Source: an optimization exercise on an open RTL-to-GDS flow (aim: a short achievable clock period and few clock cycles per item). Production flows keep margins and buffers that such runs may drop. Function was checked by simulation only, so behaviour that the tests miss may differ from the original.

## flow/design.v (module list and top-level ports; edited modules follow where they fit)
// module lkdv_arith: 13 lines
// module lkdv_qualify: 211 lines
// module lkdv_scale: 1057 lines
// module link_keeping_drive_vector: 176 lines
module link_keeping_drive_vector (
	input  logic                      clk,
	input  logic                      arst_n,
	input  logic                      psel,
	input  logic                      penable,
	input  logic                      pwrite,
	input  logic [2:0]                paddr,
	input  logic [31:0]               pwdata,
	output logic [31:0]               prdata,
	output logic                      pready,
	input  logic                      in_valid,
	output logic                      in_stall,
	input  logic signed [COORD_W-1:0] offset_x,
	input  logic signed [COORD_W-1:0] offset_y,
	input  logic                      present,
	input  logic                      frame_end,
	output logic                      out_valid,
	input  logic                      out_stall,
	output logic signed [COORD_W-1:0] drive_x,
	output logic signed [COORD_W-1:0] drive_y,
	output logic                      has_signal,
	output logic [CNT_W-1:0]          chosen_index
);
  // ...
==> flow/flow/run.sh <==
#!/bin/bash
# Standard synthesis and layout; timing repair aims at a tighter period than
# the clock's (setup margin below), which the standard settings cap at 5 ns.
# Ports are buffered with buf_4 rather than the smallest buffer cell, which
# on this platform is a delay cell. The clock tree uses larger sink clusters
# and fewer wire buffers, for a shallower (still balanced) tree.
set -euo pipefail
MARGIN=${MARGIN:-7.5}
bash standard.sh synth > synth.log 2>&1
bash standard.sh finish SETUP_SLACK_MARGIN=$MARGIN TNS_END_PERCENT=100 \
  "BUFFER_PORTS_ARGS=-buffer_cell sky130_fd_sc_hd__buf_4" \
  CTS_BUF_DISTANCE=600 CTS_CLUSTER_SIZE=30 CTS_CLUSTER_DIAMETER=120 > layout.log 2>&1
==> flow/standard.sh <==
#!/bin/bash
# synth_recipe.tcl (not shown) runs the flow's synth.tcl, then flattens the netlist and writes it again
# the make line also repeats each setting of config.mk as NAME=value (left out here)
make -C /OpenROAD-flow-scripts/flow DESIGN_CONFIG=/design/flow/config.mk WORK_HOME=/design/flow/orfs CLKGATE_MAP_FILE= SYNTH_SCRIPT=/design/flow/synth_recipe.tcl "${@:-finish}"
==> flow/config.mk <==
export PLATFORM = sky130hd
export DESIGN_NAME = link_keeping_drive_vector
export DESIGN_NICKNAME = link_keeping_drive_vector
export VERILOG_FILES = /design/flow/design.v
export SDC_FILE = /design/flow/constraint.sdc
export NUM_CORES = 4
export LEC_CHECK = 0
export ABC_CLOCK_PERIOD_IN_PS = 3000
export CAP_MARGIN = 20
export CORE_MARGIN = 2
export CORE_UTILIZATION = 60
export PLACE_DENSITY = 0.72
export SLEW_MARGIN = 20
==> flow/constraint.sdc <==
create_clock -name core_clock -period 11.0 [get_ports {clk}]
set_input_delay 2.2000 -clock core_clock [delete_from_list [all_inputs] [get_ports {clk}]]
set_output_delay 2.2000 -clock core_clock [all_outputs]
set_load 0.01 [all_outputs]
==> impl_metrics.py, run 1 <==
metrics = {
    "critical_path": {
        "cp_top_family": "flip-flops",
        "r2r_cells": 16,
    },
    "synth": {
        "synthTopCellsByArea": "dfxtp_1, ha_1, edfxtp_1, mux4_2, xnor2_1",
        "synth_xor_area_frac": 0.0634,
        "syn_area_um2": 168000,
        "ys_types": 91,
        "ys_seq_elements": 3189,
        "synth_edf_count": 645,
        "synth_compound_area_frac": 0.126,
    },
    "final_layout": {
        "multi_input_area_um2": 93100,
        "largest_reg_flops": 576,
    },
    "status": {
        "outcome": "finished with violations",
        "so.violations": "capacitance limit, slew limit",
    },
    "die": {
        "fp.dieW_um": 534,
    },
    "sta": {
        "fin_skew_ns": 0.0778,
        "fin_ws_ns": 7.33,
        "holdWs_ns": 0.274,
        "slew_viol_final": 1,
    },
    "worst_hold_path": {
        "min_path_cells": 0,
    },
    "detailed_routing": {
        "drt_drc_violations_left": 0,
    },
    "cts": {
        "insertion_delay_ns": 0.87,
        "cts.clk_slew.worst_paths_ns": 0.11,
    },
    "placement": {
        "dp_hpwl_um": 284000,
    },
    "flow_run": {
        "maxCapViolCount": 1,
    },
}
Testbench counts, summed over its fixed seeds: cycles 19,136, frames 4,096.
==> run 2: changes to the inputs <==
--- a/flow/config.mk
+++ b/flow/config.mk
@@ -8,3 +8,3 @@
 export ABC_CLOCK_PERIOD_IN_PS = 3000
-export CAP_MARGIN = 20
+export CAP_MARGIN = 35
 export CORE_MARGIN = 2
@@ -12,2 +12,2 @@
 export PLACE_DENSITY = 0.72
-export SLEW_MARGIN = 20
+export SLEW_MARGIN = 35
==> impl_metrics.py, run 2 <==
metrics = {
    "critical_path": {
        "path_class": "reg2out",
        "path_max_fanout": 1,
        "r2r_cells": 14,
        "start_kind": "register",
        "crit_cells": 1,
        "cp_top_family": "flip-flops",
        "crit_arrival_ns": 1.46,
        "cp_num_buf_inv": 1,
        "max_stage_delay_ns": 0.47,
        "slowest_stage": "dfrtp_2",
        "required_ns": 8.80,
        "cp_cell_sequence": "buf_6",
        "cp-end-kind": "primary output",
    },
    "synth": {
        "synth_simple_gate_area_frac": 0.112,
        "synthCells": 16000,
        "ys_types": 91,
        "yosysTopAreaCell": "dfxtp_1",
        "synth_warnings": 3,
        "synthTopCellsByArea": "dfxtp_1, ha_1, edfxtp_1, mux4_2, xnor2_1",
        "syn_avg_cell_area_um2": 10.5,
        "ys_seq_elements": 3189,
        "synth_top_area_share": 0.294,
        "synth_most_common_cell": "dfxtp_1",
        "synthMuxAreaShare": 0.0671,
        "syn_area_um2": 168000,
        "yosysSeqAreaShare": 0.420,
        "synth_xor_area_frac": 0.0634,
        "netlist_top_cells_count": "dfxtp_1, ha_1, inv_1",
        "synth_compound_area_frac": 0.126,
        "synth_adder_area_share": 0.172,
        "synth_top_family_by_area": "adder cells",
        "synth_ff_type": "dfxtp_1",
        "synth_edf_count": 645,
        "async_flop_share": 0.0235,
    },
    "sta": {
        "fmax_mhz": 273,
        "tns_ns": 0,
        "fin_crit_ns": 3.66,
        "tightestPinTransition_ns": 1.22,
        "rsz0062_at_grt": "yes",
        "fin_ws_ns": 7.34,
        "holdWs_ns": 0.275,
        "final-setup-viol-count": 0,
        "finalCritPeriodShare": 0.333,
        "fin_skew_ns": 0.0685,
        "hold_viol_final": 0,
        "relSlewSlack": 0.180,
        "slew_viol_final": 0,
    },
    "die": {
        "fp.dieW_um": 534,
        "coreArea_um2": 279000,
        "ios": 148,
        "fp.dieH_um": 534,
        "dieArea_um2": 285000,
        "start_util": 0.603,
        "rows": 194,
    },
    "detailed_routing": {
        "drt_drc_violations_left": 0,
        "drt_iter0_markers": 8526,
        "viasPerCell": 5.78,
        "wl_per_cell_um": 19.9,
        "dr_total_vias": 116000,
        "finalWirelength_um": 399000,
        "drt-pass1-iter-count": 6,
        "drtAntennaViolNets": 0,
    },
    "cts": {
        "postCtsHoldBufs": 0,
        "h-tree-depth": 3,
        "cts.sinks": 3189,
        "clock_path_buffers": 3,
        "cts_tree": "built",
        "insertion_delay_ns": 0.87,
        "cts_buffers": 119,
        "cts-root-buf": "clkbuf_16",
        "cts.clk_slew.worst_paths_ns": 0.11,
    },
    "final_layout": {
        "fin_nets": 18400,
        "fin_util": 0.650,
        "layout-drive-gt1-share": 0.102,
        "largest_reg_flops": 576,
        "layout_commonest_cell": "dfxtp_1",
        "layout_common_cells": "dfxtp_1, ha_1, inv_1, a21oi_1, xnor2_1",
        "syn_to_final_growth_pct": 7.91,
    },
    "global_routing": {
        "antenna_found_initial": 18,
        "grt_max_degree": 75,
        "first_global_vias": 113000,
        "grt_first_pass_wirelength_um": 614000,
        "grt-ovfl-total": 0,
        "grtUsageTotal": 0.270,
    },
    "placement": {
        "portBuffers": 111,
        "dp_hpwl_um": 285000,
        "place_ws_ns": 6.52,
        "place.gp.congestion": 0.914,
    },
    "worst_hold_path": {
        "min_path_type": "reg2reg",
        "min_path_cells": 0,
    },
    "status": {
        "outcome": "timing/DRC/antenna clean",
    },
    "flow_run": {
        "maxCapViolCount": 0,
    },
}
[run 2: changes by cell type in the layout (fill, tap and decap cells not counted), sizes merged]
cell and delta:
a21o -1, a31o -1, buf +18, bufbuf +2
clkbuf +1, clkinv +5, clkinvlp -1, diode +10
inv -2
[run 2: logic make-up after synthesis]
kind of cell / Yosys count
other cells: 2
mux: 659
xor+xnor: 1217
fa+ha+maj: 2126
flops: 3189
compound gates: 3324
simple gates: 3780
buf+inv: 1727
[run 2: area by class of cell]
cell class,instances,area (um^2)
diodes,19,47.5
clock buffers,175,3190
clock inverters,17,335
fillers,21900,97600
inverters,1334,5040
multi-input cells,11100,93000
flip-flops and latches,3189,71000
well taps,3724,4660
repair buffers,442,4260
[run 2: timing repair]
item | 4_1_cts | 5_1_grt
pin swaps | 30 | 114
resized for setup | 360 | 301
setup buffers | 68 | 156
endpoints found under the setup margin | 378 | 338
gates cloned | 13 | 12
[run 2: worst paths after layout]
check	start	to	slack, ns
setup / recovery	ov_port_q	out_valid	7.34
hold / removal	u_scale.p14_qy[2]	u_scale.p15_qy[4]	0.27
max in group asynchronous	arst_n	u_qualify.fnd_q	8.43
hold reg to reg	u_scale.p14_qy[2]	u_scale.p15_qy[4]	0.27
min in group asynchronous	arst_n	gain_q[0]	1.27
setup reg to reg	u_scale.p12_ly[6]	u_scale.p13_ry[0]	7.49
[run 2: routing by layer]
metal / track usage / wire length, um / up-vias
met4: 0.106 / 18400 / 0
met2: 0.468 / 193000 / 3038
met5: 0 / 0 / -
met1: 0.351 / 169000 / 55500
li1: - / - / 56700
met3: 0.0243 / 18900 / 662
[run 2: metrics by stage]
step	cell area, um^2	cells
final	182000	20000
after global routing	182000	20000
after CTS	179000	19900
after detailed placement	174000	19600
after global placement	173000	19600
after floorplan	168000	16000
==> run 3: changes to the inputs <==
--- a/flow/flow/run.sh
+++ b/flow/flow/run.sh
@@ -11,2 +11,2 @@
   "BUFFER_PORTS_ARGS=-buffer_cell sky130_fd_sc_hd__buf_4" \
-  CTS_BUF_DISTANCE=600 CTS_CLUSTER_SIZE=30 CTS_CLUSTER_DIAMETER=120 > layout.log 2>&1
+  CTS_BUF_DISTANCE=600 CTS_CLUSTER_SIZE=22 CTS_CLUSTER_DIAMETER=100 > layout.log 2>&1
==> impl_metrics.py, run 3 <==
metrics = {
    "status": {
        "outcome": "timing/DRC/antenna clean",
    },
    "critical_path": {
        "cp-end-kind": "primary output",
        "crit_arrival_ns": 1.50,
        "required_ns": 8.80,
        "path_class": "reg2out",
        "max_stage_delay_ns": 0.46,
        "cp_cell_sequence": "buf_6",
        "slowest_stage": "dfrtp_2",
        "timing.rr.end": "u_qualify.rab1[11]",
        "start_kind": "register",
        "r2r_cells": 16,
        "crit_start": "ov_port_q",
        "path_max_fanout": 1,
        "rr_startpoint": "reach_q[9]",
        "cp_top_family": "flip-flops",
        "cp_num_buf_inv": 1,
        "crit_cells": 1,
        "cp-endpoint": "out_valid",
        "r2r_setup_slack_ns": 7.51,
    },
    "final_layout": {
        "fin_util": 0.655,
        "final_cells": 20100,
        "nFillCells": 21700,
        "seqCellArea_um2": 71000,
        "design_area_um2": 183000,
        "multi_input_area_um2": 93100,
        "layout-drive-gt1-share": 0.104,
        "layout_common_cells": "dfxtp_1, ha_1, inv_1, a21oi_1, xnor2_1",
        "fin_nets": 18500,
        "syn_to_final_growth_pct": 8.72,
        "layout_commonest_cell": "dfxtp_1",
        "largest_reg_flops": 576,
    },
    "synth": {
        "synth_warnings": 3,
        "synthCells": 16000,
        "yosysSeqAreaShare": 0.420,
        "netlist_top_cells_count": "dfxtp_1, ha_1, inv_1",
        "async_flop_share": 0.0235,
        "synth_most_common_cell": "dfxtp_1",
        "ys_types": 91,
        "yosysTopAreaCell": "dfxtp_1",
        "synth_edf_count": 645,
        "syn_avg_cell_area_um2": 10.5,
        "syn_area_um2": 168000,
        "synthTopCellsByArea": "dfxtp_1, ha_1, edfxtp_1, mux4_2, xnor2_1",
        "synth_ff_type": "dfxtp_1",
        "synth_top_area_share": 0.294,
        "ys_seq_elements": 3189,
    },
    "die": {
        "rows": 194,
        "fp.dieW_um": 534,
        "fp.dieH_um": 534,
        "start_util": 0.603,
        "ios": 148,
        "dieArea_um2": 285000,
        "coreArea_um2": 279000,
    },
    "global_routing": {
        "grtUsageTotal": 0.273,
        "grt_first_pass_wirelength_um": 619000,
        "antenna_found_initial": 17,
        "first_global_vias": 114000,
        "grt_max_degree": 104,
        "grt-ovfl-total": 0,
    },
    "sta": {
        "rsz0062_at_grt": "yes",
        "fmax_mhz": 270,
        "finalCritPeriodShare": 0.336,
        "relSlewSlack": 0.187,
        "holdWs_ns": 0.297,
        "tightestPinTransition_ns": 1.21,
        "tns_ns": 0,
        "fin_crit_ns": 3.70,
        "fin_skew_ns": 0.0456,
        "slew_viol_final": 0,
        "fin_ws_ns": 7.30,
        "final-setup-viol-count": 0,
        "hold_viol_final": 0,
    },
    "placement": {
        "dp_hpwl_um": 285000,
        "place.gp.congestion": 0.914,
        "placed_area_um2": 174000,
        "placedCellCount": 19600,
        "place_ws_ns": 6.52,
        "portBuffers": 111,
    },
    "detailed_routing": {
        "drt_drc_violations_left": 0,
        "dr_total_vias": 116000,
        "drt_iter0_markers": 8203,
        "drtAntennaViolNets": 0,
        "drt-pass1-iter-count": 8,
        "wl_per_cell_um": 20.0,
        "viasPerCell": 5.78,
        "finalWirelength_um": 401000,
    },
    "cts": {
        "cts.sinks": 3189,
        "insertion_delay_ns": 0.93,
        "cts_tree": "built",
        "clock_path_buffers": 3,
        "cts_buffers": 170,
        "postCtsHoldBufs": 0,
        "h-tree-depth": 4,
        "cts-root-buf": "clkbuf_16",
        "cts.clk_slew.worst_paths_ns": 0.09,
    },
    "worst_hold_path": {
        "min_path_type": "reg2reg",
    },
    "flow_run": {
        "maxCapViolCount": 0,
    },
}
[run 3: cell count changes in the layout (fill, tap and decap cells not counted), sizes merged, moves of 2 or more]
cell,before,now
diode,19,16
inv,1330,1342
clkinv,14,8
clkinvlp,7,11
clkbuf,187,261
bufbuf,2,0
buf,428,414
[run 3: what timing repair did]
item	in CTS	in global routing
setup endpoints to repair	370	334
endpoints found under the hold margin	0	0
buffers inserted	60	149
gates resized for setup	348	303
gates cloned	10	14
pin swaps	28	111
[run 3: area by class of cell]
class,count,share of cell area
clock inverter,27,0.00213
multi-input combinational,11100,0.509
inverter,1334,0.0276
tap,3724,0.0255
timing repair buffer,427,0.0223
sequential,3189,0.388
antenna,16,0.000219
clock buffer,248,0.0254
[run 3: how the worst min path moves through the flow]
stage | to | from | depth (start not counted) | slack (ns)
floorplan | u_qualify.ax3[10] | u_qualify.ax2[10] | 0 | 0.31
global route | u_scale.p13_idx[0] | u_scale.p12_idx[0] | 0 | 0.30
global placement | u_scale.p14_idx[1] | u_scale.p13_idx[1] | 0 | 0.31
CTS | u_qualify.r2[2] | u_qualify.rbb[2] | 0 | 0.31
detailed placement | u_scale.p16_qy[5] | u_scale.p15_qy[3] | 0 | 0.31
finish | u_scale.p10_lx[2] | u_scale.p9_lx[2] | 0 | 0.30
[run 3: metal layers]
metal,vias up,GRT usage,share of wire
met5,-,0,0.000062
met4,4,0.122,0.050
met3,767,0.0280,0.050
met2,3180,0.470,0.48
met1,55400,0.349,0.42
li1,56800,-,-
[run 3: cell families after synthesis]
kind of cell | Yosys count | synth area share
compound gates | 3324 | 0.126
fa+ha+maj | 2126 | 0.172
buf+inv | 1727 | 0.0391
flops | 3189 | 0.420
simple gates | 3780 | 0.112
xor+xnor | 1217 | 0.0634
mux | 659 | 0.0671
other cells | 2 | 0.0000446
==> run 4: changes to the inputs <==
--- a/flow/config.mk
+++ b/flow/config.mk
@@ -8,3 +8,3 @@
 export ABC_CLOCK_PERIOD_IN_PS = 3000
-export CAP_MARGIN = 35
+export CAP_MARGIN = 20
 export CORE_MARGIN = 2
@@ -12,2 +12,2 @@
 export PLACE_DENSITY = 0.72
-export SLEW_MARGIN = 35
+export SLEW_MARGIN = 20
==> impl_metrics.py, run 4 <==
metrics = {
    "placement": {
        "portBuffers": 111,
        "placed_area_um2": 173000,
        "dp_hpwl_um": 284000,
        "place.gp.congestion": 0.914,
        "place_ws_ns": 6.09,
    },
    "synth": {
        "synth_top_area_share": 0.294,
        "synth_top_family_by_area": "adder cells",
        "synth_compound_area_frac": 0.126,
        "syn_area_um2": 168000,
        "synth_most_common_cell": "dfxtp_1",
        "yosysTopAreaCell": "dfxtp_1",
        "synthCells": 16000,
        "async_flop_share": 0.0235,
        "syn_avg_cell_area_um2": 10.5,
        "netlist_top_cells_count": "dfxtp_1, ha_1, inv_1",
        "synth_xor_area_frac": 0.0634,
        "ys_types": 91,
        "yosysSeqAreaShare": 0.420,
        "ys_seq_elements": 3189,
        "synthTopCellsByArea": "dfxtp_1, ha_1, edfxtp_1, mux4_2, xnor2_1",
        "synth_ff_type": "dfxtp_1",
        "synth_edf_count": 645,
        "synth_warnings": 3,
        "synth_simple_gate_area_frac": 0.112,
        "synthMuxAreaShare": 0.0671,
        "synth_adder_area_share": 0.172,
    },
    "detailed_routing": {
        "wl_per_cell_um": 19.9,
        "drt_iter0_markers": 8279,
        "drt-pass1-iter-count": 6,
        "finalWirelength_um": 400000,
        "highest_layer": "met5",
        "dr_total_vias": 117000,
        "drtAntennaViolNets": 0,
        "wl_met3_um": 19000,
        "viasPerCell": 5.79,
        "drt_drc_violations_left": 0,
        "met1_length_um": 169000,
        "dr_wl_met2_um": 194000,
    },
    "global_routing": {
        "first_global_vias": 114000,
        "grt-ovfl-total": 0,
        "grt_max_degree": 104,
        "grt_first_pass_wirelength_um": 617000,
        "grtUsageTotal": 0.273,
        "antenna_found_initial": 19,
    },
    "final_layout": {
        "layout_common_cells": "dfxtp_1, ha_1, inv_1, a21oi_1, xnor2_1",
        "syn_to_final_growth_pct": 8.80,
        "layout_commonest_cell": "dfxtp_1",
        "largest_reg_flops": 576,
        "layout-drive-gt1-share": 0.104,
        "design_area_um2": 183000,
        "fin_nets": 18500,
    },
    "cts": {
        "postCtsHoldBufs": 0,
        "cts_tree": "built",
        "cts-root-buf": "clkbuf_16",
        "clock_path_buffers": 3,
        "h-tree-depth": 4,
        "cts.sinks": 3189,
        "cts_buffers": 170,
        "cts.clk_slew.worst_paths_ns": 0.09,
        "insertion_delay_ns": 0.94,
    },
    "critical_path": {
        "required_ns": 8.80,
        "cp_num_buf_inv": 1,
        "cp_cell_sequence": "buf_6",
        "crit_arrival_ns": 1.51,
        "max_stage_delay_ns": 0.46,
        "start_kind": "register",
        "path_class": "reg2out",
        "cp_top_family": "flip-flops",
        "cp-end-kind": "primary output",
        "slowest_stage": "dfrtp_2",
        "path_max_fanout": 1,
    },
    "sta": {
        "fin_skew_ns": 0.0451,
        "hold_viol_final": 0,
        "tightestPinTransition_ns": 1.32,
        "tns_ns": 0,
        "fmax_mhz": 269,
        "fin_crit_ns": 3.71,
        "relSlewSlack": 0.109,
        "final-setup-viol-count": 0,
        "fin_ws_ns": 7.29,
        "rsz0062_at_grt": "yes",
        "finalCritPeriodShare": 0.338,
        "slew_viol_final": 0,
    },
    "die": {
        "coreArea_um2": 279000,
        "rows": 194,
        "dieArea_um2": 285000,
        "ios": 148,
        "fp.dieW_um": 534,
        "fp.dieH_um": 534,
        "start_util": 0.603,
    },
    "worst_hold_path": {
        "min_path_type": "reg2reg",
    },
    "flow_run": {
        "maxCapViolCount": 0,
    },
    "status": {
        "outcome": "timing/DRC/antenna clean",
    },
}
run 4: layout make-up:
class	count	area (um^2)
Sequential cell	3189	71000
Multi-Input combinational cell	11100	93000
Inverter	1334	5050
Timing Repair Buffer	445	4190
Fill cell	21700	96100
Antenna cell	19	47.5
Clock buffer	246	4590
Clock inverter	32	522
Tap cell	3724	4660
run 4: worst paths after layout:
kind                                  startpoint                 end  slack (ns)  cells past startpoint
min in group asynchronous                 arst_n         reach_q[14]        1.22                      1
worst max-delay path                   ov_port_q           out_valid        7.29                      1
worst max register to register        reach_q[8]  u_qualify.raa1[11]        7.55                     14
worst min-delay path            u_qualify.ay2[5]    u_qualify.ay3[5]        0.30                      0
worst min register to register  u_qualify.ay2[5]    u_qualify.ay3[5]        0.30                      0
max in group asynchronous                 arst_n     u_qualify.fnd_q        8.50                      2
run 4: routing by layer:
| metal | GRT usage | up-vias |
|---|---|---|
| met1 | 0.350 | 56100 |
| met3 | 0.0280 | 712 |
| met4 | 0.112 | 2 |
| li1 | - | 56800 |
| met5 | 0 | - |
| met2 | 0.471 | 2948 |
run 4: stage by stage:
| step | cells | util | hold WS (ns) |
|---|---|---|---|
| finish | 20100 | 0.656 | 0.298 |
| global route | 20100 | 0.656 | 0.298 |
| CTS | 19900 | 0.646 | 0.291 |
| floorplan | 16000 | - | 0.310 |
| detailed placement | 19600 | 0.621 | 0.312 |
| global placement | 19600 | 0.621 | 0.310 |
run 4: kinds of logic (layout without fill, tap and decap cells):
logic type,Yosys count,in the layout
AOI/OAI and AO/OA,3324,3339
xor gates and xnor gates,1217,1217
adders and majority gates,2126,2126
buffers and inverters,1727,2057
DFF,3189,3189
muxes,659,659
other,2,39
and+or+nand+nor,3780,3781
run 4: timing repair:
action | CTS | global route
gates cloned | 7 | 18
pin swaps | 31 | 126
hold endpoints to repair | 0 | 0
buffers inserted | 79 | 156
endpoints found under the setup margin | 391 | 368
resized for setup | 362 | 298

[what the ideal ports hide]
In the flow no input, the clock included, has a driving cell. The finished layouts below were timed again as built, in two steps.
Step 1 (the two cells are an assumption about what drives the block):
set clk [get_ports {clk}]
set_driving_cell -lib_cell sky130_fd_sc_hd__clkbuf_16 $clk
set_driving_cell -lib_cell sky130_fd_sc_hd__buf_2 [delete_from_list [all_inputs] $clk]
Step 2 times the ports against the registers' clock, not the clock port: input delays grow and output delays shrink by t, the midpoint of the rising clock arrivals with the driver on.
a / b / c = ideal ports / drivers / drivers and shift; a / b = the first two.
| run | shift t [ns] | setup slack, ns | worst setup path after step 2 | worst register clock-pin slew, ns | worst slew at a driven data input, ns |
|---|---|---|---|---|---|
| run 1 | 0.938 | 7.331 / 7.226 / 7.045 | input to register | 0.12 / 0.12 | 0.04 |
| run 2 | 0.947 | 7.339 / 7.242 / 7.151 | input to register | 0.12 / 0.12 | 0.05 |
| run 3 | 0.995 | 7.300 / 7.198 / 7.138 | input to register | 0.10 / 0.10 | 0.04 |
| run 4 | 1.020 | 7.286 / 7.184 / 7.014 | input to register | 0.10 / 0.10 | 0.04 |
The setup slack of run 1, which loses most, moves by -0.105 ns with the drivers and by -0.286 ns with both steps.
